Context: an optimization exercise on an open-source flow, tuned for small area, a short achievable clock period and few clock cycles per item. The choices shown serve that exercise and are no tape-out recipe.
Function was not checked in any run shown here: the RTL went through the layout flow alone.

==> flow/design.v, too long to show whole: its modules and the start of the top module <==
// module window_fetch: 39 lines
// module conv_fa: 10 lines
// module conv_mac_k0: 296 lines
// module conv_mac_k1: 294 lines
// module max_pool: 26 lines
// module layer_ctrl: 132 lines
// module conv_top: 82 lines
module conv_top
#(
    parameter int IMG_BITS = 6    
) (
    input  wire               clk,
    input  wire               rst,
    input  wire               ready,
    input  conv_pkg::pix_t         idata,
    input  conv_pkg::pix_t         cdata_rd,
    output logic              busy,
    output logic              cwr,
    output logic              crd,
    output logic [conv_pkg::ADDR_W-1:0] iaddr,
    output logic [conv_pkg::ADDR_W-1:0] caddr_wr,
    output logic [conv_pkg::ADDR_W-1:0] caddr_rd,
    output conv_pkg::pix_t              cdata_wr,
    output logic [2:0]        csel
);
  // ...
==> flow/flow/run.sh <==
#!/bin/bash
# The standard layout (the standard.sh, unchanged synthesis and steps),
# with ORFS's repair_timing asked to reach a setup slack of 8.8 ns.
# The SDC and clock period are the standard flow's own.
set -euo pipefail
bash standard.sh SETUP_SLACK_MARGIN=8.8 finish > standard_run.log 2>&1
==> flow/standard.sh <==
#!/bin/bash
# synth_recipe.tcl (not shown) runs the flow's synth.tcl, then flattens the netlist and writes it again
# the make line also repeats each setting of config.mk as NAME=value (left out here)
make -C /OpenROAD-flow-scripts/flow DESIGN_CONFIG=/design/flow/config.mk WORK_HOME=/design/flow/orfs CLKGATE_MAP_FILE= SYNTH_SCRIPT=/design/flow/synth_recipe.tcl "${@:-finish}"
==> flow/config.mk <==
export PLATFORM = sky130hd
export DESIGN_NAME = conv_top
export DESIGN_NICKNAME = conv_top
export VERILOG_FILES = /design/flow/design.v
export SDC_FILE = /design/flow/constraint.sdc
export NUM_CORES = 4
export LEC_CHECK = 0
export CAP_MARGIN = 20
export CORE_MARGIN = 2
export CORE_UTILIZATION = 55
export CTS_CLUSTER_DIAMETER = 100
export CTS_CLUSTER_SIZE = 20
export SLEW_MARGIN = 20
export SYNTH_HIERARCHICAL = 1
export SYNTH_MINIMUM_KEEP_SIZE = 0
==> flow/constraint.sdc <==
create_clock -name core_clock -period 12.5 [get_ports {clk}]
set_input_delay 2.5000 -clock core_clock [delete_from_list [all_inputs] [get_ports {clk}]]
set_output_delay 2.5000 -clock core_clock [all_outputs]
set_load 0.01 [all_outputs]
==> metrics.csv, run 1 <==
stage,metric,value,unit
hold_path,hold_depth,0,
finish,area_growth,6.756,%
sta,worst_slew_pin_slew,1.087,ns
clocking,path_clk_slew,0.08,ns
finish,layout_common_cells,"843 x fa_1, 540 x dfxtp_1, 348 x inv_1",
floorplan,fp-row-count,100,
global_routing,grt_use_met2,0.4510,
critical_path,r2r_start,u_window_fetch.s2[16],
job,cap_violations,0,
critical_path,crit_end,u_mac_k0_top.acc_c[13],
finish,buf_share,0.02612,
clocking,cts_resized,298,
floorplan,core-area,74570,sq um
place,port_buffers,70,
detailed_routing,highest_layer,met4,
finish,clkbuf_count,53,
critical_path,cp_slowest_cell,dfxtp_2,
sta,relSlewSlack,0.2752,
floorplan,die_area,77670,sq um
finish,seq_cell_count,710,
place,placed_cell_area,42340,sq um
global_routing,grt_use_total,0.2844,
run_status,status,finished clean,
clocking,cts_sinks,710,
critical_path,worst_r2r_endpoint,u_mac_k0_top.acc_c[13],
critical_path,start_kind,register,
critical_path,crit_buf_inv,1,
finish,seq_share,0.3388,
clocking,clk_latency,0.64,ns
global_routing,grt_max_degree,61,
global_routing,grt_pass1_vias,25030,
sta,finalCritPeriodShare,0.2951,
sta,setup_violations,0,
finish,fin_util,0.5942,
sta,fin_crit,3.689,ns
floorplan,initial_utilization,0.5566,
finish,nNonClkBuffers,125,
==> module conv_mac_k0, before the edit <==
module conv_mac_k0 (
    input  wire        clk,
    input  wire [4:0]  ph,      
    input  wire [35:0] nib,     
    output logic [19:0] res_s,  
    output logic [19:0] res_c,  
    output logic        res_ci
);
    logic [18:0] acc_s, acc_c;    
    logic [3:0]  nib_s, nib_c;    
    logic        sc;              
    logic [22:0] vs, vc;       
    logic [22:0] ls, lc;       
    logic [458:1] w;
    logic        first, nfirst;   
    always_ff @(posedge clk) begin
        first  <= ph[4];
        nfirst <= ~ph[4];
    end
    wire kc3 = ph[4];
    wire kc4 = ph[4];
    wire kc5 = ph[4];
    wire kc7 = ph[4];
    wire kc10 = ph[4];
    wire kc12 = ph[4];
    wire kc13 = ph[4];
    wire kc15 = ph[4];
    wire kc16 = ph[4];
    wire kc18 = ph[4];
    wire kc19 = ph[4];
    conv_fa u_fa2 (.a(~kc3), .b(nib[2]), .c(nib[11]), .s(w[1]), .co(w[2]));
    assign w[3] = nib[7] ^ nib[5];
    assign w[4] = nib[7] & nib[5];
    conv_fa u_fa6 (.a(kc4), .b(nib[6]), .c(nib[4]), .s(w[5]), .co(w[6]));
    conv_fa u_fa8 (.a(nib[10]), .b(nib[14]), .c(nib[22]), .s(w[7]), .co(w[8]));
    conv_fa u_fa10 (.a(kc5), .b(nib[0]), .c(nib[7]), .s(w[9]), .co(w[10]));
    conv_fa u_fa12 (.a(nib[5]), .b(nib[11]), .c(nib[15]), .s(w[11]), .co(w[12]));
    conv_fa u_fa14 (.a(nib[17]), .b(nib[26]), .c(nib[24]), .s(w[13]), .co(w[14]));
    conv_fa u_fa16 (.a(nib[1]), .b(nib[6]), .c(nib[8]), .s(w[15]), .co(w[16]));
    conv_fa u_fa18 (.a(nib[4]), .b(nib[18]), .c(nib[27]), .s(w[17]), .co(w[18]));
    assign w[19] = nib[22] ^ nib[20];
    assign w[20] = nib[22] & nib[20];
    conv_fa u_fa22 (.a(kc7), .b(nib[2]), .c(nib[0]), .s(w[21]), .co(w[22]));
    conv_fa u_fa24 (.a(nib[7]), .b(nib[9]), .c(nib[23]), .s(w[23]), .co(w[24]));
    conv_fa u_fa26 (.a(nib[5]), .b(nib[19]), .c(nib[16]), .s(w[25]), .co(w[26]));
    conv_fa u_fa28 (.a(nib[3]), .b(nib[1]), .c(nib[10]), .s(w[27]), .co(w[28]));
    conv_fa u_fa30 (.a(nib[6]), .b(nib[4]), .c(nib[17]), .s(w[29]), .co(w[30]));
    assign w[31] = nib[2] ^ ~nib[7];
    assign w[32] = nib[2] & ~nib[7];
    conv_fa u_fa34 (.a(kc12), .b(nib[1]), .c(nib[6]), .s(w[33]), .co(w[34]));
    assign w[35] = nib[4] ^ ~nib[10];
    assign w[36] = nib[4] & ~nib[10];
    conv_fa u_fa38 (.a(kc13), .b(nib[2]), .c(nib[0]), .s(w[37]), .co(w[38]));
    conv_fa u_fa40 (.a(nib[7]), .b(nib[5]), .c(nib[13]), .s(w[39]), .co(w[40]));
    conv_fa u_fa42 (.a(nib[11]), .b(nib[9]), .c(nib[21]), .s(w[41]), .co(w[42]));
    conv_fa u_fa44 (.a(nib[3]), .b(nib[1]), .c(nib[6]), .s(w[43]), .co(w[44]));
    conv_fa u_fa46 (.a(nib[14]), .b(nib[18]), .c(nib[27]), .s(w[45]), .co(w[46]));
    assign w[47] = nib[10] ^ nib[22];
    assign w[48] = nib[10] | nib[22];
    conv_fa u_fa50 (.a(kc15), .b(nib[2]), .c(nib[0]), .s(w[49]), .co(w[50]));
    conv_fa u_fa52 (.a(nib[7]), .b(nib[4]), .c(nib[8]), .s(w[51]), .co(w[52]));
    conv_fa u_fa54 (.a(nib[11]), .b(nib[16]), .c(nib[23]), .s(w[53]), .co(w[54]));
    conv_fa u_fa56 (.a(nib[15]), .b(nib[19]), .c(nib[26]), .s(w[55]), .co(w[56]));
    assign w[57] = nib[20] ^ nib[24];
    assign w[58] = nib[20] | nib[24];
    conv_fa u_fa60 (.a(kc16), .b(nib[3]), .c(nib[1]), .s(w[59]), .co(w[60]));
    conv_fa u_fa62 (.a(nib[5]), .b(nib[9]), .c(nib[27]), .s(w[61]), .co(w[62]));
    assign w[63] = nib[17] ^ nib[21];
    assign w[64] = nib[17] | nib[21];
    conv_fa u_fa66 (.a(nib[6]), .b(nib[4]), .c(nib[8]), .s(w[65]), .co(w[66]));
    conv_fa u_fa68 (.a(nib[1]), .b(nib[10]), .c(nib[26]), .s(w[67]), .co(w[68]));
    conv_fa u_fa70 (.a(nib[9]), .b(nib[13]), .c(nib[19]), .s(w[69]), .co(w[70]));
    conv_fa u_fa72 (.a(nib[21]), .b(nib[29]), .c(nib[35]), .s(w[71]), .co(w[72]));
    conv_fa u_fa74 (.a(nib[27]), .b(nib[24]), .c(nib[32]), .s(w[73]), .co(w[74]));
    conv_fa u_fa76 (.a(nib[3]), .b(nib[16]), .c(nib[25]), .s(w[75]), .co(w[76]));
    conv_fa u_fa78 (.a(nib[20]), .b(nib[30]), .c((acc_s[4] | first)), .s(w[77]), .co(w[78]));
    conv_fa u_fa80 (.a(nib[28]), .b(nib[33]), .c(~(acc_c[4] & nfirst)), .s(w[79]), .co(w[80]));
    assign w[81] = w[4] ^ ~w[2];
    assign w[82] = w[4] & ~w[2];
    conv_fa u_fa84 (.a(nib[23]), .b(nib[21]), .c(nib[31]), .s(w[83]), .co(w[84]));
    conv_fa u_fa86 (.a(nib[32]), .b((acc_s[5] & nfirst)), .c((acc_c[5] & nfirst)), .s(w[85]), .co(w[86]));
    conv_fa u_fa88 (.a(~nib[29]), .b(w[6]), .c(w[8]), .s(w[87]), .co(w[88]));
    conv_fa u_fa90 (.a(~nib[34]), .b(w[9]), .c(w[11]), .s(w[89]), .co(w[90]));
    conv_fa u_fa92 (.a(nib[25]), .b(nib[30]), .c(nib[35]), .s(w[91]), .co(w[92]));
    conv_fa u_fa94 (.a(nib[28]), .b(nib[33]), .c((acc_s[6] & nfirst)), .s(w[93]), .co(w[94]));
    conv_fa u_fa96 (.a((acc_c[6] & nfirst)), .b(w[19]), .c(w[10]), .s(w[95]), .co(w[96]));
    conv_fa u_fa98 (.a(w[12]), .b(~w[14]), .c(w[15]), .s(w[97]), .co(w[98]));
    conv_fa u_fa100 (.a(nib[21]), .b(nib[29]), .c(nib[34]), .s(w[99]), .co(w[100]));
    conv_fa u_fa102 (.a(nib[26]), .b(nib[31]), .c(~(acc_s[7] & nfirst)), .s(w[101]), .co(w[102]));
    conv_fa u_fa104 (.a((acc_c[7] & nfirst)), .b(w[20]), .c(w[16]), .s(w[103]), .co(w[104]));
    conv_fa u_fa106 (.a(~w[18]), .b(w[21]), .c(w[23]), .s(w[105]), .co(w[106]));
    conv_fa u_fa108 (.a(nib[8]), .b(nib[22]), .c(nib[30]), .s(w[107]), .co(w[108]));
    conv_fa u_fa110 (.a(nib[35]), .b((acc_s[8] | first)), .c((acc_c[8] & nfirst)), .s(w[109]), .co(w[110]));
    conv_fa u_fa112 (.a(nib[27]), .b(nib[24]), .c(w[26]), .s(w[111]), .co(w[112]));
    conv_fa u_fa114 (.a(w[22]), .b(w[24]), .c(w[27]), .s(w[113]), .co(w[114]));
    conv_fa u_fa116 (.a(nib[5]), .b(nib[18]), .c(nib[20]), .s(w[115]), .co(w[116]));
    conv_fa u_fa118 (.a(nib[11]), .b(nib[9]), .c(nib[23]), .s(w[117]), .co(w[118]));
    conv_fa u_fa120 (.a(nib[31]), .b((acc_s[9] & nfirst)), .c((acc_c[9] & nfirst)), .s(w[119]), .co(w[120]));
    conv_fa u_fa122 (.a(~nib[25]), .b(w[31]), .c(w[28]), .s(w[121]), .co(w[122]));
    conv_fa u_fa124 (.a(kc10), .b(nib[3]), .c(nib[4]), .s(w[123]), .co(w[124]));
    conv_fa u_fa126 (.a(nib[6]), .b(nib[8]), .c(nib[19]), .s(w[125]), .co(w[126]));
    conv_fa u_fa128 (.a(nib[10]), .b((acc_s[10] | first)), .c((acc_c[10] & nfirst)), .s(w[127]), .co(w[128]));
    conv_fa u_fa130 (.a(nib[21]), .b(nib[26]), .c(nib[32]), .s(w[129]), .co(w[130]));
    conv_fa u_fa132 (.a(nib[0]), .b(nib[5]), .c(nib[11]), .s(w[131]), .co(w[132]));
    conv_fa u_fa134 (.a(nib[7]), .b(nib[9]), .c(nib[22]), .s(w[133]), .co(w[134]));
    conv_fa u_fa136 (.a(nib[24]), .b(nib[28]), .c((acc_s[11] | first)), .s(w[135]), .co(w[136]));
    assign w[137] = nib[27] ^ nib[33];
    assign w[138] = nib[27] | nib[33];
    conv_fa u_fa140 (.a(nib[8]), .b(nib[23]), .c(nib[20]), .s(w[139]), .co(w[140]));
    conv_fa u_fa142 (.a(nib[12]), .b(nib[16]), .c(nib[25]), .s(w[141]), .co(w[142]));
    conv_fa u_fa144 (.a(nib[29]), .b((acc_s[12] | first)), .c((acc_c[12] & nfirst)), .s(w[143]), .co(w[144]));
    conv_fa u_fa146 (.a(~nib[34]), .b(~nib[32]), .c(w[35]), .s(w[145]), .co(w[146]));
    conv_fa u_fa148 (.a(nib[17]), .b(nib[26]), .c(nib[24]), .s(w[147]), .co(w[148]));
    conv_fa u_fa150 (.a(nib[30]), .b((acc_s[13] | first)), .c((acc_c[13] & nfirst)), .s(w[149]), .co(w[150]));
    conv_fa u_fa152 (.a(~nib[35]), .b(~nib[33]), .c(w[36]), .s(w[151]), .co(w[152]));
    conv_fa u_fa154 (.a(w[34]), .b(w[37]), .c(w[39]), .s(w[153]), .co(w[154]));
    conv_fa u_fa156 (.a(nib[25]), .b(nib[31]), .c((acc_s[14] & nfirst)), .s(w[155]), .co(w[156]));
    conv_fa u_fa158 (.a(nib[28]), .b(nib[34]), .c(nib[32]), .s(w[157]), .co(w[158]));
    conv_fa u_fa160 (.a((acc_c[14] & nfirst)), .b(w[47]), .c(w[38]), .s(w[159]), .co(w[160]));
    conv_fa u_fa162 (.a(w[40]), .b(w[43]), .c(w[45]), .s(w[161]), .co(w[162]));
    conv_fa u_fa164 (.a(nib[29]), .b(nib[35]), .c(nib[33]), .s(w[163]), .co(w[164]));
    conv_fa u_fa166 (.a(~(acc_s[15] | first)), .b(~(acc_c[15] & nfirst)), .c(w[48]), .s(w[165]), .co(w[166]));
    conv_fa u_fa168 (.a(w[57]), .b(w[44]), .c(w[46]), .s(w[167]), .co(w[168]));
    conv_fa u_fa170 (.a(w[49]), .b(w[51]), .c(w[55]), .s(w[169]), .co(w[170]));
    conv_fa u_fa172 (.a(nib[25]), .b(nib[30]), .c(nib[34]), .s(w[171]), .co(w[172]));
    conv_fa u_fa174 (.a(~(acc_s[16] & nfirst)), .b(~(acc_c[16] & nfirst)), .c(w[58]), .s(w[173]), .co(w[174]));
    conv_fa u_fa176 (.a(w[63]), .b(w[50]), .c(w[52]), .s(w[175]), .co(w[176]));
    conv_fa u_fa178 (.a(w[56]), .b(w[59]), .c(w[61]), .s(w[177]), .co(w[178]));
    conv_fa u_fa180 (.a(nib[2]), .b(nib[6]), .c(nib[10]), .s(w[179]), .co(w[180]));
    conv_fa u_fa182 (.a(nib[18]), .b(nib[22]), .c(nib[26]), .s(w[181]), .co(w[182]));
    conv_fa u_fa184 (.a(nib[31]), .b(nib[35]), .c(~(acc_s[17] | first)), .s(w[183]), .co(w[184]));
    conv_fa u_fa186 (.a((acc_c[17] & nfirst)), .b(w[60]), .c(w[62]), .s(w[185]), .co(w[186]));
    conv_fa u_fa188 (.a(kc18), .b(nib[3]), .c(nib[7]), .s(w[187]), .co(w[188]));
    conv_fa u_fa190 (.a(nib[11]), .b((acc_s[18] & nfirst)), .c((acc_c[18] & nfirst)), .s(w[189]), .co(w[190]));
    assign w[191] = nib[4] ^ ~nib[8];
    assign w[192] = nib[4] & ~nib[8];
    conv_fa u_fa194 (.a(nib[0]), .b(nib[9]), .c(nib[25]), .s(w[193]), .co(w[194]));
    assign w[195] = nib[5] ^ nib[17];
    assign w[196] = nib[5] & nib[17];
    conv_fa u_fa198 (.a(nib[12]), .b(nib[18]), .c(nib[20]), .s(w[197]), .co(w[198]));
    conv_fa u_fa200 (.a(nib[28]), .b(nib[34]), .c((acc_s[2] | first)), .s(w[199]), .co(w[200]));
    assign w[201] = (acc_c[2] & nfirst) ^ w[65];
    assign w[202] = (acc_c[2] & nfirst) & w[65];
    conv_fa u_fa204 (.a((acc_s[3] & nfirst)), .b((acc_c[3] & nfirst)), .c(w[3]), .s(w[203]), .co(w[204]));
    conv_fa u_fa206 (.a(w[66]), .b(w[69]), .c(w[71]), .s(w[205]), .co(w[206]));
    conv_fa u_fa208 (.a(w[68]), .b(w[73]), .c(w[1]), .s(w[207]), .co(w[208]));
    conv_fa u_fa210 (.a(w[70]), .b(w[72]), .c(w[77]), .s(w[209]), .co(w[210]));
    conv_fa u_fa212 (.a(~w[74]), .b(w[5]), .c(w[7]), .s(w[211]), .co(w[212]));
    conv_fa u_fa214 (.a(~w[75]), .b(~w[79]), .c(w[81]), .s(w[213]), .co(w[214]));
    conv_fa u_fa216 (.a(w[78]), .b(w[83]), .c(w[85]), .s(w[215]), .co(w[216]));
    conv_fa u_fa218 (.a(w[76]), .b(w[13]), .c(w[80]), .s(w[217]), .co(w[218]));
    conv_fa u_fa220 (.a(w[82]), .b(w[87]), .c(w[89]), .s(w[219]), .co(w[220]));
    conv_fa u_fa222 (.a(w[84]), .b(w[86]), .c(w[93]), .s(w[221]), .co(w[222]));
    conv_fa u_fa224 (.a(~w[91]), .b(~w[17]), .c(w[88]), .s(w[223]), .co(w[224]));
    conv_fa u_fa226 (.a(w[90]), .b(w[95]), .c(w[97]), .s(w[225]), .co(w[226]));
    conv_fa u_fa228 (.a(~w[92]), .b(w[94]), .c(w[99]), .s(w[227]), .co(w[228]));
    conv_fa u_fa230 (.a(~w[25]), .b(~w[101]), .c(w[96]), .s(w[229]), .co(w[230]));
    conv_fa u_fa232 (.a(w[103]), .b(w[98]), .c(w[105]), .s(w[231]), .co(w[232]));
    conv_fa u_fa234 (.a(w[100]), .b(w[107]), .c(w[109]), .s(w[233]), .co(w[234]));
    conv_fa u_fa236 (.a(~w[29]), .b(~w[102]), .c(w[104]), .s(w[235]), .co(w[236]));
    conv_fa u_fa238 (.a(~w[111]), .b(w[106]), .c(w[113]), .s(w[237]), .co(w[238]));
    conv_fa u_fa240 (.a(w[108]), .b(w[110]), .c(w[117]), .s(w[239]), .co(w[240]));
    conv_fa u_fa242 (.a(w[30]), .b(w[115]), .c(~w[119]), .s(w[241]), .co(w[242]));
    conv_fa u_fa244 (.a(~w[112]), .b(w[114]), .c(w[121]), .s(w[243]), .co(w[244]));
    conv_fa u_fa246 (.a(w[32]), .b(w[118]), .c(w[120]), .s(w[245]), .co(w[246]));
    conv_fa u_fa248 (.a(w[116]), .b(w[125]), .c(w[129]), .s(w[247]), .co(w[248]));
    conv_fa u_fa250 (.a(w[123]), .b(w[127]), .c(w[122]), .s(w[249]), .co(w[250]));
    conv_fa u_fa252 (.a((acc_c[11] & nfirst)), .b(w[137]), .c(w[124]), .s(w[251]), .co(w[252]));
    conv_fa u_fa254 (.a(w[126]), .b(w[130]), .c(w[133]), .s(w[253]), .co(w[254]));
    conv_fa u_fa256 (.a(w[128]), .b(w[131]), .c(w[135]), .s(w[255]), .co(w[256]));
    conv_fa u_fa258 (.a(~w[138]), .b(w[132]), .c(w[136]), .s(w[257]), .co(w[258]));
    conv_fa u_fa260 (.a(w[141]), .b(w[143]), .c(w[33]), .s(w[259]), .co(w[260]));
    conv_fa u_fa262 (.a(~w[134]), .b(~w[139]), .c(w[145]), .s(w[261]), .co(w[262]));
    conv_fa u_fa264 (.a(w[142]), .b(w[144]), .c(w[147]), .s(w[263]), .co(w[264]));
    conv_fa u_fa266 (.a(w[140]), .b(~w[149]), .c(w[41]), .s(w[265]), .co(w[266]));
    conv_fa u_fa268 (.a(w[146]), .b(w[151]), .c(w[153]), .s(w[267]), .co(w[268]));
    conv_fa u_fa270 (.a(w[148]), .b(w[150]), .c(w[155]), .s(w[269]), .co(w[270]));
    conv_fa u_fa272 (.a(~w[42]), .b(~w[157]), .c(w[152]), .s(w[271]), .co(w[272]));
    conv_fa u_fa274 (.a(w[154]), .b(w[159]), .c(w[161]), .s(w[273]), .co(w[274]));
    conv_fa u_fa276 (.a(w[158]), .b(w[163]), .c(w[53]), .s(w[275]), .co(w[276]));
    conv_fa u_fa278 (.a(w[156]), .b(~w[165]), .c(w[160]), .s(w[277]), .co(w[278]));
    conv_fa u_fa280 (.a(w[162]), .b(w[167]), .c(w[169]), .s(w[279]), .co(w[280]));
    conv_fa u_fa282 (.a(w[164]), .b(w[54]), .c(w[171]), .s(w[281]), .co(w[282]));
    conv_fa u_fa284 (.a(~w[166]), .b(~w[173]), .c(w[168]), .s(w[283]), .co(w[284]));
    conv_fa u_fa286 (.a(w[170]), .b(w[175]), .c(w[177]), .s(w[285]), .co(w[286]));
    conv_fa u_fa288 (.a(w[64]), .b(w[172]), .c(w[181]), .s(w[287]), .co(w[288]));
    conv_fa u_fa290 (.a(~w[179]), .b(w[183]), .c(w[174]), .s(w[289]), .co(w[290]));
    conv_fa u_fa292 (.a(w[176]), .b(w[178]), .c(w[185]), .s(w[291]), .co(w[292]));
    conv_fa u_fa294 (.a(nib[19]), .b(nib[23]), .c(nib[27]), .s(w[293]), .co(w[294]));
    conv_fa u_fa296 (.a(w[180]), .b(w[187]), .c(w[189]), .s(w[295]), .co(w[296]));
    conv_fa u_fa298 (.a(~w[182]), .b(~w[184]), .c(w[186]), .s(w[297]), .co(w[298]));
    conv_fa u_fa300 (.a(nib[16]), .b(nib[32]), .c((acc_s[0] & nfirst)), .s(w[299]), .co(w[300]));
    conv_fa u_fa302 (.a(nib[33]), .b((acc_s[1] & nfirst)), .c((acc_c[1] & nfirst)), .s(w[301]), .co(w[302]));
    assign w[303] = w[192] ^ w[195];
    assign w[304] = w[192] & w[195];
    conv_fa u_fa306 (.a(w[196]), .b(w[197]), .c(w[199]), .s(w[305]), .co(w[306]));
    conv_fa u_fa308 (.a(~w[194]), .b(~w[67]), .c(w[201]), .s(w[307]), .co(w[308]));
    conv_fa u_fa310 (.a(w[198]), .b(w[200]), .c(w[202]), .s(w[309]), .co(w[310]));
    conv_fa u_fa312 (.a(w[203]), .b(w[205]), .c(~w[207]), .s(w[311]), .co(w[312]));
    conv_fa u_fa314 (.a(w[204]), .b(w[206]), .c(w[209]), .s(w[313]), .co(w[314]));
    conv_fa u_fa316 (.a(~w[208]), .b(w[211]), .c(w[213]), .s(w[315]), .co(w[316]));
    conv_fa u_fa318 (.a(w[210]), .b(w[212]), .c(w[215]), .s(w[317]), .co(w[318]));
    conv_fa u_fa320 (.a(~w[217]), .b(w[214]), .c(w[219]), .s(w[319]), .co(w[320]));
    conv_fa u_fa322 (.a(w[216]), .b(~w[218]), .c(w[221]), .s(w[321]), .co(w[322]));
    conv_fa u_fa324 (.a(w[223]), .b(w[220]), .c(w[225]), .s(w[323]), .co(w[324]));
    conv_fa u_fa326 (.a(w[222]), .b(w[227]), .c(w[224]), .s(w[325]), .co(w[326]));
    conv_fa u_fa328 (.a(w[229]), .b(w[226]), .c(w[231]), .s(w[327]), .co(w[328]));
    conv_fa u_fa330 (.a(w[228]), .b(w[233]), .c(w[230]), .s(w[329]), .co(w[330]));
    conv_fa u_fa332 (.a(w[235]), .b(w[232]), .c(w[237]), .s(w[331]), .co(w[332]));
    conv_fa u_fa334 (.a(~w[234]), .b(~w[239]), .c(w[241]), .s(w[333]), .co(w[334]));
    conv_fa u_fa336 (.a(w[236]), .b(w[238]), .c(w[243]), .s(w[335]), .co(w[336]));
    conv_fa u_fa338 (.a(~w[240]), .b(w[247]), .c(w[242]), .s(w[337]), .co(w[338]));
    conv_fa u_fa340 (.a(w[245]), .b(w[249]), .c(w[244]), .s(w[339]), .co(w[340]));
    conv_fa u_fa342 (.a(w[246]), .b(w[251]), .c(w[255]), .s(w[341]), .co(w[342]));
    conv_fa u_fa344 (.a(~w[248]), .b(~w[253]), .c(w[250]), .s(w[343]), .co(w[344]));
    conv_fa u_fa346 (.a(w[252]), .b(w[256]), .c(w[257]), .s(w[345]), .co(w[346]));
    conv_fa u_fa348 (.a(~w[254]), .b(w[259]), .c(w[261]), .s(w[347]), .co(w[348]));
    conv_fa u_fa350 (.a(w[258]), .b(w[260]), .c(w[263]), .s(w[349]), .co(w[350]));
    conv_fa u_fa352 (.a(~w[265]), .b(w[262]), .c(w[267]), .s(w[351]), .co(w[352]));
    conv_fa u_fa354 (.a(~w[264]), .b(~w[269]), .c(w[266]), .s(w[353]), .co(w[354]));
    conv_fa u_fa356 (.a(w[271]), .b(w[268]), .c(w[273]), .s(w[355]), .co(w[356]));
    conv_fa u_fa358 (.a(w[270]), .b(~w[275]), .c(w[272]), .s(w[357]), .co(w[358]));
    conv_fa u_fa360 (.a(w[277]), .b(w[274]), .c(w[279]), .s(w[359]), .co(w[360]));
    conv_fa u_fa362 (.a(~w[276]), .b(~w[281]), .c(w[278]), .s(w[361]), .co(w[362]));
    conv_fa u_fa364 (.a(w[283]), .b(w[280]), .c(w[285]), .s(w[363]), .co(w[364]));
    conv_fa u_fa366 (.a(w[282]), .b(w[287]), .c(w[289]), .s(w[365]), .co(w[366]));
    conv_fa u_fa368 (.a(w[284]), .b(w[286]), .c(w[291]), .s(w[367]), .co(w[368]));
    conv_fa u_fa370 (.a(~w[293]), .b(~w[288]), .c(w[295]), .s(w[369]), .co(w[370]));
    conv_fa u_fa372 (.a(~w[290]), .b(w[292]), .c(w[297]), .s(w[371]), .co(w[372]));
    conv_fa u_fa374 (.a(kc19), .b(w[188]), .c(w[190]), .s(w[373]), .co(w[374]));
    conv_fa u_fa376 (.a(~w[294]), .b(w[296]), .c(w[298]), .s(w[375]), .co(w[376]));
    assign w[377] = ~nib[24] ^ (acc_c[0] & nfirst);
    assign w[378] = ~nib[24] & (acc_c[0] & nfirst);
    conv_fa u_fa380 (.a(w[300]), .b(w[301]), .c(~w[193]), .s(w[379]), .co(w[380]));
    conv_fa u_fa382 (.a(w[302]), .b(w[304]), .c(w[305]), .s(w[381]), .co(w[382]));
    conv_fa u_fa384 (.a(w[306]), .b(w[308]), .c(w[309]), .s(w[383]), .co(w[384]));
    conv_fa u_fa386 (.a(w[310]), .b(w[313]), .c(w[312]), .s(w[385]), .co(w[386]));
    conv_fa u_fa388 (.a(w[314]), .b(w[317]), .c(w[316]), .s(w[387]), .co(w[388]));
    conv_fa u_fa390 (.a(w[318]), .b(w[321]), .c(w[320]), .s(w[389]), .co(w[390]));
    conv_fa u_fa392 (.a(w[322]), .b(w[325]), .c(w[324]), .s(w[391]), .co(w[392]));
    conv_fa u_fa394 (.a(w[326]), .b(w[329]), .c(w[328]), .s(w[393]), .co(w[394]));
    conv_fa u_fa396 (.a(w[330]), .b(w[332]), .c(w[335]), .s(w[395]), .co(w[396]));
    conv_fa u_fa398 (.a(~w[334]), .b(w[336]), .c(w[339]), .s(w[397]), .co(w[398]));
    conv_fa u_fa400 (.a(~w[338]), .b(w[341]), .c(w[343]), .s(w[399]), .co(w[400]));
    conv_fa u_fa402 (.a(w[342]), .b(w[345]), .c(w[344]), .s(w[401]), .co(w[402]));
    conv_fa u_fa404 (.a(w[346]), .b(w[349]), .c(w[348]), .s(w[403]), .co(w[404]));
    conv_fa u_fa406 (.a(w[350]), .b(~w[353]), .c(w[352]), .s(w[405]), .co(w[406]));
    conv_fa u_fa408 (.a(~w[354]), .b(w[357]), .c(w[356]), .s(w[407]), .co(w[408]));
    conv_fa u_fa410 (.a(w[358]), .b(w[361]), .c(w[360]), .s(w[409]), .co(w[410]));
    conv_fa u_fa412 (.a(w[362]), .b(w[364]), .c(w[367]), .s(w[411]), .co(w[412]));
    conv_fa u_fa414 (.a(w[369]), .b(w[371]), .c(w[368]), .s(w[413]), .co(w[414]));
    conv_fa u_fa416 (.a(w[373]), .b(w[370]), .c(w[372]), .s(w[415]), .co(w[416]));
    assign w[417] = w[377] ^ w[191];
    assign w[418] = w[377] & w[191];
    conv_fa u_fa420 (.a(w[378]), .b(w[303]), .c(w[379]), .s(w[419]), .co(w[420]));
    conv_fa u_fa422 (.a(w[380]), .b(w[307]), .c(w[381]), .s(w[421]), .co(w[422]));
    conv_fa u_fa424 (.a(w[382]), .b(w[311]), .c(w[383]), .s(w[423]), .co(w[424]));
    conv_fa u_fa426 (.a(w[384]), .b(w[315]), .c(w[385]), .s(w[425]), .co(w[426]));
    conv_fa u_fa428 (.a(w[386]), .b(w[319]), .c(w[387]), .s(w[427]), .co(w[428]));
    conv_fa u_fa430 (.a(w[323]), .b(w[388]), .c(w[389]), .s(w[429]), .co(w[430]));
    conv_fa u_fa432 (.a(w[327]), .b(w[390]), .c(w[391]), .s(w[431]), .co(w[432]));
    conv_fa u_fa434 (.a(w[331]), .b(w[392]), .c(w[393]), .s(w[433]), .co(w[434]));
    conv_fa u_fa436 (.a(~w[333]), .b(w[394]), .c(w[395]), .s(w[435]), .co(w[436]));
    conv_fa u_fa438 (.a(~w[337]), .b(w[396]), .c(w[397]), .s(w[437]), .co(w[438]));
    conv_fa u_fa440 (.a(w[340]), .b(w[399]), .c(w[398]), .s(w[439]), .co(w[440]));
    conv_fa u_fa442 (.a(w[347]), .b(w[400]), .c(w[401]), .s(w[441]), .co(w[442]));
    conv_fa u_fa444 (.a(w[351]), .b(w[402]), .c(w[403]), .s(w[443]), .co(w[444]));
    conv_fa u_fa446 (.a(w[355]), .b(w[404]), .c(w[405]), .s(w[445]), .co(w[446]));
    conv_fa u_fa448 (.a(w[359]), .b(w[406]), .c(w[407]), .s(w[447]), .co(w[448]));
    conv_fa u_fa450 (.a(w[363]), .b(w[408]), .c(w[409]), .s(w[449]), .co(w[450]));
    conv_fa u_fa452 (.a(~w[365]), .b(w[410]), .c(w[411]), .s(w[451]), .co(w[452]));
    conv_fa u_fa454 (.a(~w[366]), .b(w[412]), .c(w[413]), .s(w[453]), .co(w[454]));
    conv_fa u_fa456 (.a(w[375]), .b(w[415]), .c(w[414]), .s(w[455]), .co(w[456]));
    conv_fa u_fa458 (.a(w[374]), .b(w[376]), .c(w[416]), .s(w[457]), .co(w[458]));
    assign vs = {1'b0, w[458], w[456], w[454], w[452], w[450], w[448], w[446], w[444], w[442], w[440], w[438], w[436], w[434], w[432], w[430], w[428], w[426], w[424], w[422], w[420], w[418], w[417]};
    assign vc = {1'b0, 1'b0, w[457], w[455], w[453], w[451], w[449], w[447], w[445], w[443], w[441], w[439], w[437], w[435], w[433], w[431], w[429], w[427], w[425], w[423], w[421], w[419], w[299]};
    assign ls = vs ^ 23'b00000000000000000000000;
    assign lc = vc ^ 23'b00000000000000000000000;
    localparam logic [18:0] PS = 19'b0000000000000000000;
    localparam logic [18:0] PC = 19'b0000000000000000000;
    logic [15:0] ha_s, ha_c;
    assign ha_s = acc_s[15:0] ^ PS[15:0];
    assign ha_c = acc_c[15:0] ^ PC[15:0];
    assign res_s  = {ha_s, nib_s};
    assign res_c  = {ha_c, nib_c};
    assign res_ci = sc;
    logic [4:0]  lo;
    assign lo   = {1'b0, nib_s} + {1'b0, nib_c} + {4'b0, sc};
    always_ff @(posedge clk) begin
        acc_s <= ls[22:4] ^ PS;
        acc_c <= lc[22:4] ^ PC;
        nib_s <= ls[3:0];
        nib_c <= lc[3:0];
        sc    <= lo[4] & nfirst;
    end
endmodule
==> module layer_ctrl, before the edit <==
module layer_ctrl (
    input  wire               clk,
    input  wire               rst,
    input  wire               ready,
    input  wire  [19:0]       rs0,          
    input  wire  [19:0]       rs1,          
    input  wire  [19:0]       rs2,
    input  wire  [19:0]       rs3,
    input  wire  [19:0]       rc0,
    input  wire  [19:0]       rc1,
    input  wire  [19:0]       rc2,
    input  wire  [19:0]       rc3,
    input  wire  [3:0]        rci,
    output logic [4:0]        ph,
    output logic [5:0]        rb,           
    output logic [6:0]        rj,           
    output logic              busy,
    output logic              cwr,
    output logic              crd,
    output logic [conv_pkg::ADDR_W-1:0] caddr_wr,
    output logic [conv_pkg::ADDR_W-1:0] caddr_rd,
    output conv_pkg::pix_t              cdata_wr,
    output logic [2:0]        csel
);
    logic        run;
    logic [5:0]  wb;
    logic [6:0]  wj;
    logic        last;
    assign last = (wb == 6'd32) && ph[0];
    always_ff @(posedge clk or posedge rst) begin
        if (rst) begin
            run  <= 1'b0;
            busy <= 1'b0;
        end else if (!run) begin
            if (ready) begin
                run  <= 1'b1;
                busy <= 1'b1;
            end
        end else if (last) begin
            run  <= 1'b0;
            busy <= 1'b0;
        end
    end
    always_ff @(posedge clk) begin
        if (!run) begin
            ph <= 5'b00001;
            rb <= 6'd63;
            rj <= 7'd64;
            wb <= 6'd63;
            wj <= 7'd60;
        end else begin
            ph <= {ph[3:0], ph[4]};
            if (ph[4]) begin
                if (rj[6]) begin
                    rj <= '0;
                    rb <= rb + 6'd1;
                end else begin
                    rj <= rj + 7'd1;
                end
                if (wj[6]) begin
                    wj <= '0;
                    wb <= wb + 6'd1;
                end else begin
                    wj <= wj + 7'd1;
                end
            end
        end
    end
    logic        vs, vr, odd;
    logic        res, p0, p1;
    logic [1:0]  q;
    logic [19:0] rv;
    logic [18:0] m0, pk1;
    logic [4:0]  bc1;
    assign vs  = run && !wb[5];
    assign vr  = vs && !wj[6];
    assign odd = wj[0];
    assign res = vr && !ph[4];
    assign p0  = vr && ph[4] && odd;
    assign p1  = vs && ph[4] && !odd && (wj != 7'd0);
    assign q   = {ph[2] | ph[3], ph[1] | ph[3]};
    assign bc1 = wj[5:1] - 5'd1;
    logic [19:0] fa_s, fa_c;
    logic        fa_ci;
    logic [20:0] fsum;
    assign fa_s  = ({20{ph[0]}} & rs0) | ({20{ph[1]}} & rs1) | ({20{ph[2]}} & rs2) | ({20{ph[3]}} & rs3);
    assign fa_c  = ({20{ph[0]}} & rc0) | ({20{ph[1]}} & rc1) | ({20{ph[2]}} & rc2) | ({20{ph[3]}} & rc3);
    assign fa_ci = |(ph[3:0] & rci);
    assign fsum  = {fa_s, 1'b1} + {fa_c, fa_ci};
    always_comb begin
        rv = fsum[20:1];
        if (rv[19]) rv = '0;    
    end
    always_ff @(posedge clk or posedge rst) begin
        if (rst)
            cwr <= 1'b0;
        else
            cwr <= res || p0 || p1;
    end
    logic [18:0] wdata;
    always_ff @(posedge clk) begin
        if (ph[4]) begin
            csel     <= odd ? conv_pkg::SEL_L1_K0 : conv_pkg::SEL_L1_K1;
            caddr_wr <= {2'b00, wb[4:0], odd ? wj[5:1] : bc1};
            wdata    <= odd ? m0 : pk1;
        end else begin
            csel     <= q[0] ? conv_pkg::SEL_L0_K1 : conv_pkg::SEL_L0_K0;
            caddr_wr <= {wb[4:0], q[1], wj[5:0]};
            wdata    <= rv[18:0];
        end
    end
    assign cdata_wr = {1'b0, wdata};
    logic upd_q, kern_q, first_q, pk_q;
    always_ff @(posedge clk) begin
        upd_q   <= res;
        kern_q  <= q[0];
        first_q <= !odd && !q[1];
        pk_q    <= odd && (q == 2'd3);
    end
    max_pool u_max_pool (
        .clk   (clk),
        .upd   (upd_q),
        .kern  (kern_q),
        .first (first_q),
        .pk    (pk_q),
        .v     (wdata),
        .m0    (m0),
        .pk1   (pk1)
    );
    assign crd      = 1'b0;
    assign caddr_rd = '0;
endmodule
==> module conv_top, before the edit <==
module conv_top
#(
    parameter int IMG_BITS = 6    
) (
    input  wire               clk,
    input  wire               rst,
    input  wire               ready,
    input  conv_pkg::pix_t         idata,
    input  conv_pkg::pix_t         cdata_rd,
    output logic              busy,
    output logic              cwr,
    output logic              crd,
    output logic [conv_pkg::ADDR_W-1:0] iaddr,
    output logic [conv_pkg::ADDR_W-1:0] caddr_wr,
    output logic [conv_pkg::ADDR_W-1:0] caddr_rd,
    output conv_pkg::pix_t              cdata_wr,
    output logic [2:0]        csel
);
    logic [4:0]  ph;
    logic [5:0]  rb;
    logic [6:0]  rj;
    logic [99:0] s [0:3];
    logic [35:0] nib [0:3];
    logic [19:0] rs [0:3];
    logic [19:0] rc [0:3];
    logic [3:0]  rci;
    logic [4:0]  lph [0:3];
    always_comb begin
        for (int j = 0; j < 4; j++) begin
            for (int t = 0; t < 9; t++)
                nib[j][4*t +: 4] = s[t / 3 + j / 2][20 + 20 * (t % 3) - 4 * (j + 3 - (t / 3 + j / 2)) +: 4];
            for (int d = 0; d < 5; d++)
                lph[j][d] = ph[(d + j) % 5];
        end
    end
    layer_ctrl u_layer_ctrl (
        .clk      (clk),
        .rst      (rst),
        .ready    (ready),
        .rs0      (rs[0]),
        .rs1      (rs[1]),
        .rs2      (rs[2]),
        .rs3      (rs[3]),
        .rc0      (rc[0]),
        .rc1      (rc[1]),
        .rc2      (rc[2]),
        .rc3      (rc[3]),
        .rci      (rci),
        .ph       (ph),
        .rb       (rb),
        .rj       (rj),
        .busy     (busy),
        .cwr      (cwr),
        .crd      (crd),
        .caddr_wr (caddr_wr),
        .caddr_rd (caddr_rd),
        .cdata_wr (cdata_wr),
        .csel     (csel)
    );
    window_fetch u_window_fetch (
        .clk   (clk),
        .ph    (ph),
        .rb    (rb),
        .rj    (rj),
        .idata (idata),
        .iaddr (iaddr),
        .s0    (s[0]),
        .s1    (s[1]),
        .s2    (s[2]),
        .s3    (s[3])
    );
    conv_mac_k0 u_mac_k0_top (.clk(clk), .ph(lph[0]), .nib(nib[0]),
                              .res_s(rs[0]), .res_c(rc[0]), .res_ci(rci[0]));
    conv_mac_k1 u_mac_k1_top (.clk(clk), .ph(lph[1]), .nib(nib[1]),
                              .res_s(rs[1]), .res_c(rc[1]), .res_ci(rci[1]));
    conv_mac_k0 u_mac_k0_bot (.clk(clk), .ph(lph[2]), .nib(nib[2]),
                              .res_s(rs[2]), .res_c(rc[2]), .res_ci(rci[2]));
    conv_mac_k1 u_mac_k1_bot (.clk(clk), .ph(lph[3]), .nib(nib[3]),
                              .res_s(rs[3]), .res_c(rc[3]), .res_ci(rci[3]));
    logic unused_rd;
    assign unused_rd = ^cdata_rd;
endmodule
==> run 2, diff against run 1 <==
--- a/flow/design.v
+++ b/flow/design.v
@@ -63,17 +63,17 @@
     assign s  = a ^ b ^ c;
     assign co = (a & b) | (a & c) | (b & c);
 endmodule
 module conv_mac_k0 (
     input  wire        clk,
     input  wire [4:0]  ph,      
     input  wire [35:0] nib,     
     output logic [19:0] res_s,  
-    output logic [19:0] res_c,  
+    output logic [15:0] res_c,  
     output logic        res_ci
 );
     logic [18:0] acc_s, acc_c;    
     logic [3:0]  nib_s, nib_c;    
     logic        sc;              
     logic [22:0] vs, vc;       
     logic [22:0] ls, lc;       
     logic [458:1] w;
@@ -341,35 +341,35 @@
     assign vc = {1'b0, 1'b0, w[457], w[455], w[453], w[451], w[449], w[447], w[445], w[443], w[441], w[439], w[437], w[435], w[433], w[431], w[429], w[427], w[425], w[423], w[421], w[419], w[299]};
     assign ls = vs ^ 23'b00000000000000000000000;
     assign lc = vc ^ 23'b00000000000000000000000;
     localparam logic [18:0] PS = 19'b0000000000000000000;
     localparam logic [18:0] PC = 19'b0000000000000000000;
     logic [15:0] ha_s, ha_c;
     assign ha_s = acc_s[15:0] ^ PS[15:0];
     assign ha_c = acc_c[15:0] ^ PC[15:0];
-    assign res_s  = {ha_s, nib_s};
-    assign res_c  = {ha_c, nib_c};
-    assign res_ci = sc;
     logic [4:0]  lo;
     assign lo   = {1'b0, nib_s} + {1'b0, nib_c} + {4'b0, sc};
+    assign res_s  = {ha_s, lo[3:0]};
+    assign res_c  = ha_c;
+    assign res_ci = lo[4];
     always_ff @(posedge clk) begin
         acc_s <= ls[22:4] ^ PS;
         acc_c <= lc[22:4] ^ PC;
         nib_s <= ls[3:0];
         nib_c <= lc[3:0];
         sc    <= lo[4] & nfirst;
     end
 endmodule
 module conv_mac_k1 (
     input  wire        clk,
     input  wire [4:0]  ph,      
     input  wire [35:0] nib,     
     output logic [19:0] res_s,  
-    output logic [19:0] res_c,  
+    output logic [15:0] res_c,  
     output logic        res_ci
 );
     logic [18:0] acc_s, acc_c;    
     logic [3:0]  nib_s, nib_c;    
     logic        sc;              
     logic [22:0] vs, vc;       
     logic [22:0] ls, lc;       
     logic [452:1] w;
@@ -635,21 +635,21 @@
     assign vc = {1'b0, 1'b0, w[451], w[449], w[447], w[445], w[443], w[441], w[439], w[437], w[435], w[433], w[431], w[429], w[427], w[425], w[423], w[421], w[419], w[417], w[415], w[413], w[295]};
     assign ls = vs ^ 23'b00000010001110000000000;
     assign lc = vc ^ 23'b00000001000111000000000;
     localparam logic [18:0] PS = 19'b0000001000111000000;
     localparam logic [18:0] PC = 19'b0000000100011100000;
     logic [15:0] ha_s, ha_c;
     assign ha_s = acc_s[15:0] ^ PS[15:0];
     assign ha_c = acc_c[15:0] ^ PC[15:0];
-    assign res_s  = {ha_s, nib_s};
-    assign res_c  = {ha_c, nib_c};
-    assign res_ci = sc;
     logic [4:0]  lo;
     assign lo   = {1'b0, nib_s} + {1'b0, nib_c} + {4'b0, sc};
+    assign res_s  = {ha_s, lo[3:0]};
+    assign res_c  = ha_c;
+    assign res_ci = lo[4];
     always_ff @(posedge clk) begin
         acc_s <= ls[22:4] ^ PS;
         acc_c <= lc[22:4] ^ PC;
         nib_s <= ls[3:0];
         nib_c <= lc[3:0];
         sc    <= lo[4] & nfirst;
     end
 endmodule
@@ -686,20 +686,20 @@
 module layer_ctrl (
     input  wire               clk,
     input  wire               rst,
     input  wire               ready,
     input  wire  [19:0]       rs0,          
     input  wire  [19:0]       rs1,          
     input  wire  [19:0]       rs2,
     input  wire  [19:0]       rs3,
-    input  wire  [19:0]       rc0,
-    input  wire  [19:0]       rc1,
-    input  wire  [19:0]       rc2,
-    input  wire  [19:0]       rc3,
+    input  wire  [15:0]       rc0,
+    input  wire  [15:0]       rc1,
+    input  wire  [15:0]       rc2,
+    input  wire  [15:0]       rc3,
     input  wire  [3:0]        rci,
     output logic [4:0]        ph,
     output logic [5:0]        rb,           
     output logic [6:0]        rj,           
     output logic              busy,
     output logic              cwr,
     output logic              crd,
     output logic [conv_pkg::ADDR_W-1:0] caddr_wr,
@@ -760,25 +760,26 @@
     assign vs  = run && !wb[5];
     assign vr  = vs && !wj[6];
     assign odd = wj[0];
     assign res = vr && !ph[4];
     assign p0  = vr && ph[4] && odd;
     assign p1  = vs && ph[4] && !odd && (wj != 7'd0);
     assign q   = {ph[2] | ph[3], ph[1] | ph[3]};
     assign bc1 = wj[5:1] - 5'd1;
-    logic [19:0] fa_s, fa_c;
+    logic [19:0] fa_s;
+    logic [15:0] fa_c;
     logic        fa_ci;
-    logic [20:0] fsum;
+    logic [16:0] fsum;
     assign fa_s  = ({20{ph[0]}} & rs0) | ({20{ph[1]}} & rs1) | ({20{ph[2]}} & rs2) | ({20{ph[3]}} & rs3);
-    assign fa_c  = ({20{ph[0]}} & rc0) | ({20{ph[1]}} & rc1) | ({20{ph[2]}} & rc2) | ({20{ph[3]}} & rc3);
+    assign fa_c  = ({16{ph[0]}} & rc0) | ({16{ph[1]}} & rc1) | ({16{ph[2]}} & rc2) | ({16{ph[3]}} & rc3);
     assign fa_ci = |(ph[3:0] & rci);
-    assign fsum  = {fa_s, 1'b1} + {fa_c, fa_ci};
+    assign fsum  = {fa_s[19:4], 1'b1} + {fa_c, fa_ci};
     always_comb begin
-        rv = fsum[20:1];
+        rv = {fsum[16:1], fa_s[3:0]};
         if (rv[19]) rv = '0;    
     end
     always_ff @(posedge clk or posedge rst) begin
         if (rst)
             cwr <= 1'b0;
         else
             cwr <= res || p0 || p1;
     end
@@ -836,17 +837,17 @@
     output logic [2:0]        csel
 );
     logic [4:0]  ph;
     logic [5:0]  rb;
     logic [6:0]  rj;
     logic [99:0] s [0:3];
     logic [35:0] nib [0:3];
     logic [19:0] rs [0:3];
-    logic [19:0] rc [0:3];
+    logic [15:0] rc [0:3];
     logic [3:0]  rci;
     logic [4:0]  lph [0:3];
     always_comb begin
         for (int j = 0; j < 4; j++) begin
             for (int t = 0; t < 9; t++)
                 nib[j][4*t +: 4] = s[t / 3 + j / 2][20 + 20 * (t % 3) - 4 * (j + 3 - (t / 3 + j / 2)) +: 4];
             for (int d = 0; d < 5; d++)
                 lph[j][d] = ph[(d + j) % 5];
==> flow/config.mk (replaced) <==
export PLATFORM = sky130hd
export DESIGN_NAME = conv_top
export DESIGN_NICKNAME = conv_top
export VERILOG_FILES = /design/flow/design.v
export SDC_FILE = /design/flow/constraint.sdc
export NUM_CORES = 4
export LEC_CHECK = 0
export CAP_MARGIN = 20
export CORE_MARGIN = 2
export CORE_UTILIZATION = 55
export CTS_CLUSTER_DIAMETER = 200
export CTS_CLUSTER_SIZE = 20
export SLEW_MARGIN = 20
export SYNTH_HIERARCHICAL = 1
export SYNTH_MINIMUM_KEEP_SIZE = 0
==> run 2 against run 1 <==
Effect of this change:
- critical path depth is 8 higher
- wire length shrank 1.5%
- count of clock-buffer cells in the layout decreased by 4
- first-iteration DRC count fell by 3.0%
- synthesized cell count shrank 0.99%
==> metrics.csv, run 2 <==
stage,metric,value,unit,change
hold_path,worstHoldPathType,register to register,,unchanged
sta,maxSlewViolCount,0,,unchanged
global_routing,grt_overflow,0,,unchanged
yosys,syn-instance-count,2987,,"was 3,017"
floorplan,die_area,77440,sq um,"was 77,670 sq um"
hold_path,whs_endpoint,u_window_fetch.s3[15],,was u_window_fetch.s0[31]
detailed_routing,via_per_inst,5.473,,was 5.502
detailed_routing,wl_per_cell,26.07,um,was 26.37 um
floorplan,core-area,74450,sq um,"was 74,570 sq um"
finish,area_growth,7.191,%,was 6.756%
floorplan,fp.dieH,278.3,um,was 278.7 um
clocking,clk_latency,0.63,ns,was 0.64 ns
job,cap_violations,0,,unchanged
critical_path,crit_type,register to register,,unchanged
critical_path,critPathMaxFanout,5,,was 7
sta,skew,0.03700,ns,was 0.03138 ns
detailed_routing,ant_nets,0,,unchanged
finish,layout_common_cells,"846 x fa_1, 533 x dfxtp_1, 351 x inv_1",,"was 843 x fa_1, 540 x dfxtp_1, 348 x inv_1"
clocking,cts_sinks,710,,unchanged
sta,fin_crit,3.760,ns,was 3.689 ns
place,port_buffers,70,,unchanged
finish,nets,4024,,"was 4,032"
clocking,cts-root-buf,clkbuf_16,,unchanged
hold_path,hp-start,u_window_fetch.s3[19],,was u_window_fetch.s0[35]
detailed_routing,drtIter0Drc,1449,,"was 1,494"
clocking,numCtsBuffers,41,,was 44
yosys,synth_area_per_cell,13.85,sq um,was 13.76 sq um
critical_path,cp-end-kind,register,,unchanged
yosys,syn-cell-area,41380,sq um,"was 41,500 sq um"
clocking,path_clk_slew,0.09,ns,was 0.08 ns
critical_path,r2r_start,u_mac_k1_top.nib_s[0],,was u_window_fetch.s2[16]
clocking,cts_max_level,2,,unchanged
hold_path,hold_depth,0,,unchanged
floorplan,io_pins,105,,unchanged
finish,largest_register,u_window_fetch.s1,,unchanged
finish,drive_gt1_frac,0.1502,,was 0.1524
detailed_routing,drc,0,,unchanged
sta,rsz0062_at_grt,true,,was false
global_routing,grt_max_degree,53,,was 61
yosys,ys_warn_count,19,,unchanged
global_routing,grt_use_total,0.2815,,was 0.2844
finish,mostFrequentLayoutCell,fa_1,,unchanged
floorplan,die_x,278.3,um,was 278.7 um
finish,largestRegisters,"u_window_fetch.s1: 100 flops, u_window_fetch.s0: 96 flops, u_window_fetch.s2: 96 flops",,unchanged
detailed_routing,firstDrtPassIters,5,,unchanged
critical_path,rr_worst_depth,15,,was 7
run_status,status,finished clean,,unchanged
finish,final-seq-area,15040,sq um,"was 15,010 sq um"
sta,setup_tns,0,ns,unchanged
place,gp_congestion,0.9162,,was 0.9567
detailed_routing,via_count,21810,,"was 22,020"
critical_path,r2r_slack,8.74,ns,was 8.81 ns
global_routing,grt_pass1_vias,24820,,"was 25,030"
sta,layout_setup_ws,8.740,ns,was 8.811 ns
detailed_routing,wl,103.9,mm,was 105.5 mm
finish,diodes,0,,was 1
place,dpl_worst_slack,7.782,ns,was 7.735 ns
clocking,cts_buffer_depth,3,,unchanged
floorplan,fp-row-count,100,,unchanged
floorplan,initial_utilization,0.5558,,was 0.5566
global_routing,antenna_found_initial,5,,was 2
clocking,cts_tree,built,,unchanged
place,placed_cell_area,42230,sq um,"was 42,340 sq um"
sta,finalCritPeriodShare,0.3008,,was 0.2951
critical_path,required,13.00,ns,was 13.02 ns
finish,largest_reg_flops,100,,unchanged
place,dpl.hpwl,77.83,mm,was 79.36 mm
sta,max_freq,266.0,MHz,was 271.1 MHz
finish,multiInputGateArea,24230,sq um,"was 24,300 sq um"
critical_path,worst_r2r_endpoint,u_layer_ctrl.wdata[3],,was u_mac_k0_top.acc_c[13]
critical_path,start_kind,register,,unchanged
global_routing,grt_pass1_wl,156.7,mm,was 159.9 mm
sta,setup_violations,0,,unchanged
critical_path,cp_data_arrival_time,4.26,ns,was 4.21 ns
sta,final_hold_viol_count,0,,unchanged
finish,design_area,44350,sq um,"was 44,310 sq um"
sta,relSlewSlack,0.2716,,was 0.2752
sta,worst_slew_pin_slew,1.093,ns,was 1.087 ns
finish,fillCellCount,5849,,"was 5,905"
[run 2: final cells by class]
type	instances	area share
inverters	353	0.03004
well taps	969	0.02733
flip-flops and latches	710	0.3392
repair buffers	147	0.03159
clock inverters	4	0.001749
clock buffers	49	0.02381
multi-input cells	1753	0.5463
[run 2: worst max-delay path by stage]
stage	start	end	slack (ns)
floorplan	u_layer_ctrl.ph[0]	u_mac_k1_top.acc_c[8]	8.85
global placement	u_layer_ctrl.ph[0]	u_mac_k1_top.acc_c[8]	7.82
detailed placement	u_layer_ctrl.ph[0]	u_mac_k1_top.acc_c[8]	7.78
CTS	u_mac_k1_top.sc	u_layer_ctrl.wdata[3]	8.67
global route	u_mac_k1_top.nib_s[0]	u_layer_ctrl.wdata[9]	8.62
finish	u_mac_k1_top.nib_s[0]	u_layer_ctrl.wdata[3]	8.74
[run 2: routing by layer]
layer,routed length [um],global-route usage
met1,40980,0.3676
met2,49750,0.4531
met3,8323,0.07211
met4,4819,0.1125
met5,37,0
[run 2: what timing repair did]
item / CTS / global route
pin swaps: 17 / 17
hold buffers: 0 / 0
resized for setup: 274 / 68
setup buffers: 48 / 10
endpoints found under the setup margin: 172 / 70
gates cloned: 5 / 0
[run 2: metrics by stage]
step                std cells  hold WS (ns)  utilization
finish                   3985        0.3084       0.5958
global route             3985        0.3113       0.5958
CTS                      3975        0.3083       0.5929
detailed placement       3869        0.3121       0.5673
global placement         3869        0.3098       0.5673
floorplan                3006        0.3096            -
[run 2: worst max-delay path, cell delays in order (launching register included)]
cell and delay (ns):
dfxtp_2 0.33, fa_2 0.40, fa_2 0.35, a21o_1 0.18, a21o_1 0.18, a22o_4 0.26
a221oi_4 0.24, fa_2 0.27, nand2b_4 0.13, a21o_1 0.19, a21oi_4 0.09, o32a_4 0.35
xnor2_4 0.31, buf_12 0.19, buf_6 0.11, o22ai_2 0.06
==> run 3, diff against run 2 <==
==> flow/flow/run.sh (replaced) <==
#!/bin/bash
# The standard layout (the standard.sh, unchanged synthesis and steps),
# with ORFS's repair_timing asked to reach a setup slack of 8.85 ns.
# The SDC and clock period are the standard flow's own.
set -euo pipefail
bash standard.sh SETUP_SLACK_MARGIN=8.85 finish > standard_run.log 2>&1
==> run 3 against run 2 <==
Effect of this change:
- still clean
- via count is 0.17% lower
- die area stayed put
- global-route usage is 0.091 points lower
==> metrics.csv, run 3 <==
stage,metric,value,unit,change
critical_path,start_kind,register,,unchanged
floorplan,initial_utilization,0.5558,,unchanged
global_routing,antenna_found_initial,6,,was 5
clocking,cts_buffer_depth,3,,unchanged
sta,max_freq,266.0,MHz,about the same
yosys,ys_warn_count,19,,unchanged
sta,worst_slew_pin_slew,1.085,ns,was 1.093 ns
finish,drive_gt1_frac,0.1631,,was 0.1502
global_routing,grt_pass1_wl,156.2,mm,was 156.7 mm
sta,final_hold_viol_count,0,,unchanged
detailed_routing,wl_per_cell,25.96,um,was 26.07 um
critical_path,critPathMaxFanout,18,,was 5
critical_path,rr_worst_depth,14,,was 15
detailed_routing,ant_nets,0,,unchanged
detailed_routing,drtIter0Drc,1498,,"was 1,449"
job,cap_violations,0,,unchanged
critical_path,crit_type,register to register,,unchanged
global_routing,grt_max_degree,53,,unchanged
hold_path,worstHoldPathType,register to register,,unchanged
finish,largest_reg_flops,100,,unchanged
place,dpl.hpwl,77.83,mm,unchanged
sta,setup_tns,0,ns,unchanged
place,port_buffers,70,,unchanged
finish,fillCellCount,5857,,"was 5,849"
floorplan,io_pins,105,,unchanged
finish,nets,4031,,"was 4,024"
finish,layout_common_cells,"834 x fa_1, 524 x dfxtp_1, 349 x inv_1",,"was 846 x fa_1, 533 x dfxtp_1, 351 x inv_1"
floorplan,fp-row-count,100,,unchanged
global_routing,grt_pass1_vias,24730,,"was 24,820"
global_routing,grt_overflow,0,,unchanged
finish,final-seq-area,15080,sq um,"was 15,040 sq um"
floorplan,core-area,74450,sq um,unchanged
clocking,cts_sinks,710,,unchanged
sta,rsz0062_at_grt,true,,unchanged
sta,setup_violations,0,,unchanged
clocking,cts-root-buf,clkbuf_16,,unchanged
detailed_routing,wl,103.6,mm,was 103.9 mm
floorplan,die_x,278.3,um,unchanged
critical_path,cp-end-kind,register,,unchanged
floorplan,fp.dieH,278.3,um,unchanged
finish,mostFrequentLayoutCell,fa_1,,unchanged
yosys,syn-instance-count,2987,,unchanged
detailed_routing,drc,0,,unchanged
hold_path,hold_depth,0,,unchanged
finish,diodes,0,,unchanged
clocking,path_clk_slew,0.09,ns,about the same
detailed_routing,via_count,21780,,"was 21,810"
sta,fin_crit,3.760,ns,about the same
run_status,status,finished clean,,unchanged
clocking,numCtsBuffers,41,,unchanged
critical_path,required,13.02,ns,was 13.00 ns
finish,largestRegisters,"u_window_fetch.s1: 100 flops, u_window_fetch.s0: 96 flops, u_window_fetch.s2: 96 flops",,unchanged
clocking,cts_max_level,2,,unchanged
global_routing,grt_use_total,0.2806,,was 0.2815
floorplan,die_area,77440,sq um,unchanged
finish,multiInputGateArea,24210,sq um,"was 24,230 sq um"
sta,finalCritPeriodShare,0.3008,,about the same
detailed_routing,via_per_inst,5.455,,was 5.473
clocking,clk_latency,0.63,ns,about the same
finish,largest_register,u_window_fetch.s1,,unchanged
finish,area_growth,7.018,%,was 7.191%
sta,maxSlewViolCount,0,,unchanged
critical_path,cp_data_arrival_time,4.28,ns,was 4.26 ns
yosys,syn-cell-area,41380,sq um,unchanged
sta,relSlewSlack,0.2768,,was 0.2716
sta,skew,0.03234,ns,was 0.03700 ns
detailed_routing,firstDrtPassIters,7,,was 5
finish,fin_util,0.5948,,was 0.5958
yosys,synth_area_per_cell,13.85,sq um,unchanged
clocking,cts_tree,built,,unchanged
place,gp_congestion,0.9162,,unchanged
[run 3: critical path: stages, from the launching register on]
cell and delay (ns):
dfxtp_1 0.33, fa_2 0.40, fa_2 0.36, a21o_1 0.16, a21o_1 0.20, a22o_4 0.25
a221oi_4 0.24, fa_2 0.27, nand2b_4 0.14, a21o_1 0.18, a21oi_2 0.11, o32a_4 0.35
xnor2_4 0.16, buf_12 0.19, a2111oi_2 0.33
[run 3: final timing paths]
path	startpoint	end	slack [ns]
max in group asynchronous	rst	u_layer_ctrl.cwr	10.32
setup reg to reg	u_mac_k1_top.nib_s[0]	u_layer_ctrl.wdata[14]	8.74
hold / removal	u_window_fetch.s3[19]	u_window_fetch.s3[15]	0.31
hold reg to reg	u_window_fetch.s3[19]	u_window_fetch.s3[15]	0.31
min in group asynchronous	rst	u_layer_ctrl.busy	2.05
setup / recovery	u_mac_k1_top.nib_s[0]	u_layer_ctrl.wdata[14]	8.74
[run 3: repair_timing]
action,CTS,global route
resized for setup,343,78
hold buffers,0,0
gates cloned,2,0
pin swaps,12,27
setup endpoints to repair,189,75
buffers inserted,46,22
[run 3: layer usage]
layer / wire [um] / vias to the layer above / GRT usage
li1: - / 9239 / -
met1: 41730 / 11570 / 0.3684
met2: 49610 / 741 / 0.4508
met3: 7549 / 221 / 0.07010
met4: 4689 / 6 / 0.1124
met5: 38 / - / 0
[run 3: metrics by stage]
| step | std cells | hold WS, ns | setup WS, ns | cell area [sq um] |
|---|---|---|---|---|
| finish | 3992 | 0.3084 | 8.740 | 44280 |
| global route | 3992 | 0.3113 | 8.599 | 44280 |
| CTS | 3970 | 0.3083 | 8.727 | 43950 |
| detailed placement | 3869 | 0.3121 | 7.782 | 42230 |
| global placement | 3869 | 0.3098 | 7.817 | 42230 |
| floorplan | 3006 | 0.3096 | 8.853 | 41450 |
[run 3: final cells by class]
cell class | count | area share
Multi-Input combinational cell | 1753 | 0.5467
Sequential cell | 710 | 0.3406
Inverter | 353 | 0.03009
Timing Repair Buffer | 154 | 0.02958
Tap cell | 969 | 0.02738
Clock buffer | 49 | 0.02385
Clock inverter | 4 | 0.001752

==> port drivers added, routing unchanged <==
No port has a modelled driver above. Below, the same layouts with a new extraction and two added sets of constraints.
Step 1 assumes that a clkbuf_16 drives the clock port and a buf_2 every other input.
Step 2 also shifts input and output timing later by t, the mid clock arrival at the registers, as if the neighbouring blocks saw the same clock.
Slacks: ideal / step 1 / step 2; pairs: ideal / step 1.
| run | t, ns | setup slack, ns | pins driven straight from the clock port |
|---|---|---|---|
| run 1 | 0.694 | 8.811 / 8.773 / 8.811 | 1 |
| run 2 | 0.678 | 8.740 / 8.740 / 8.740 | 1 |
| run 3 | 0.676 | 8.740 / 8.740 / 8.740 | 1 |
After both steps setup and hold are still met in every run listed.
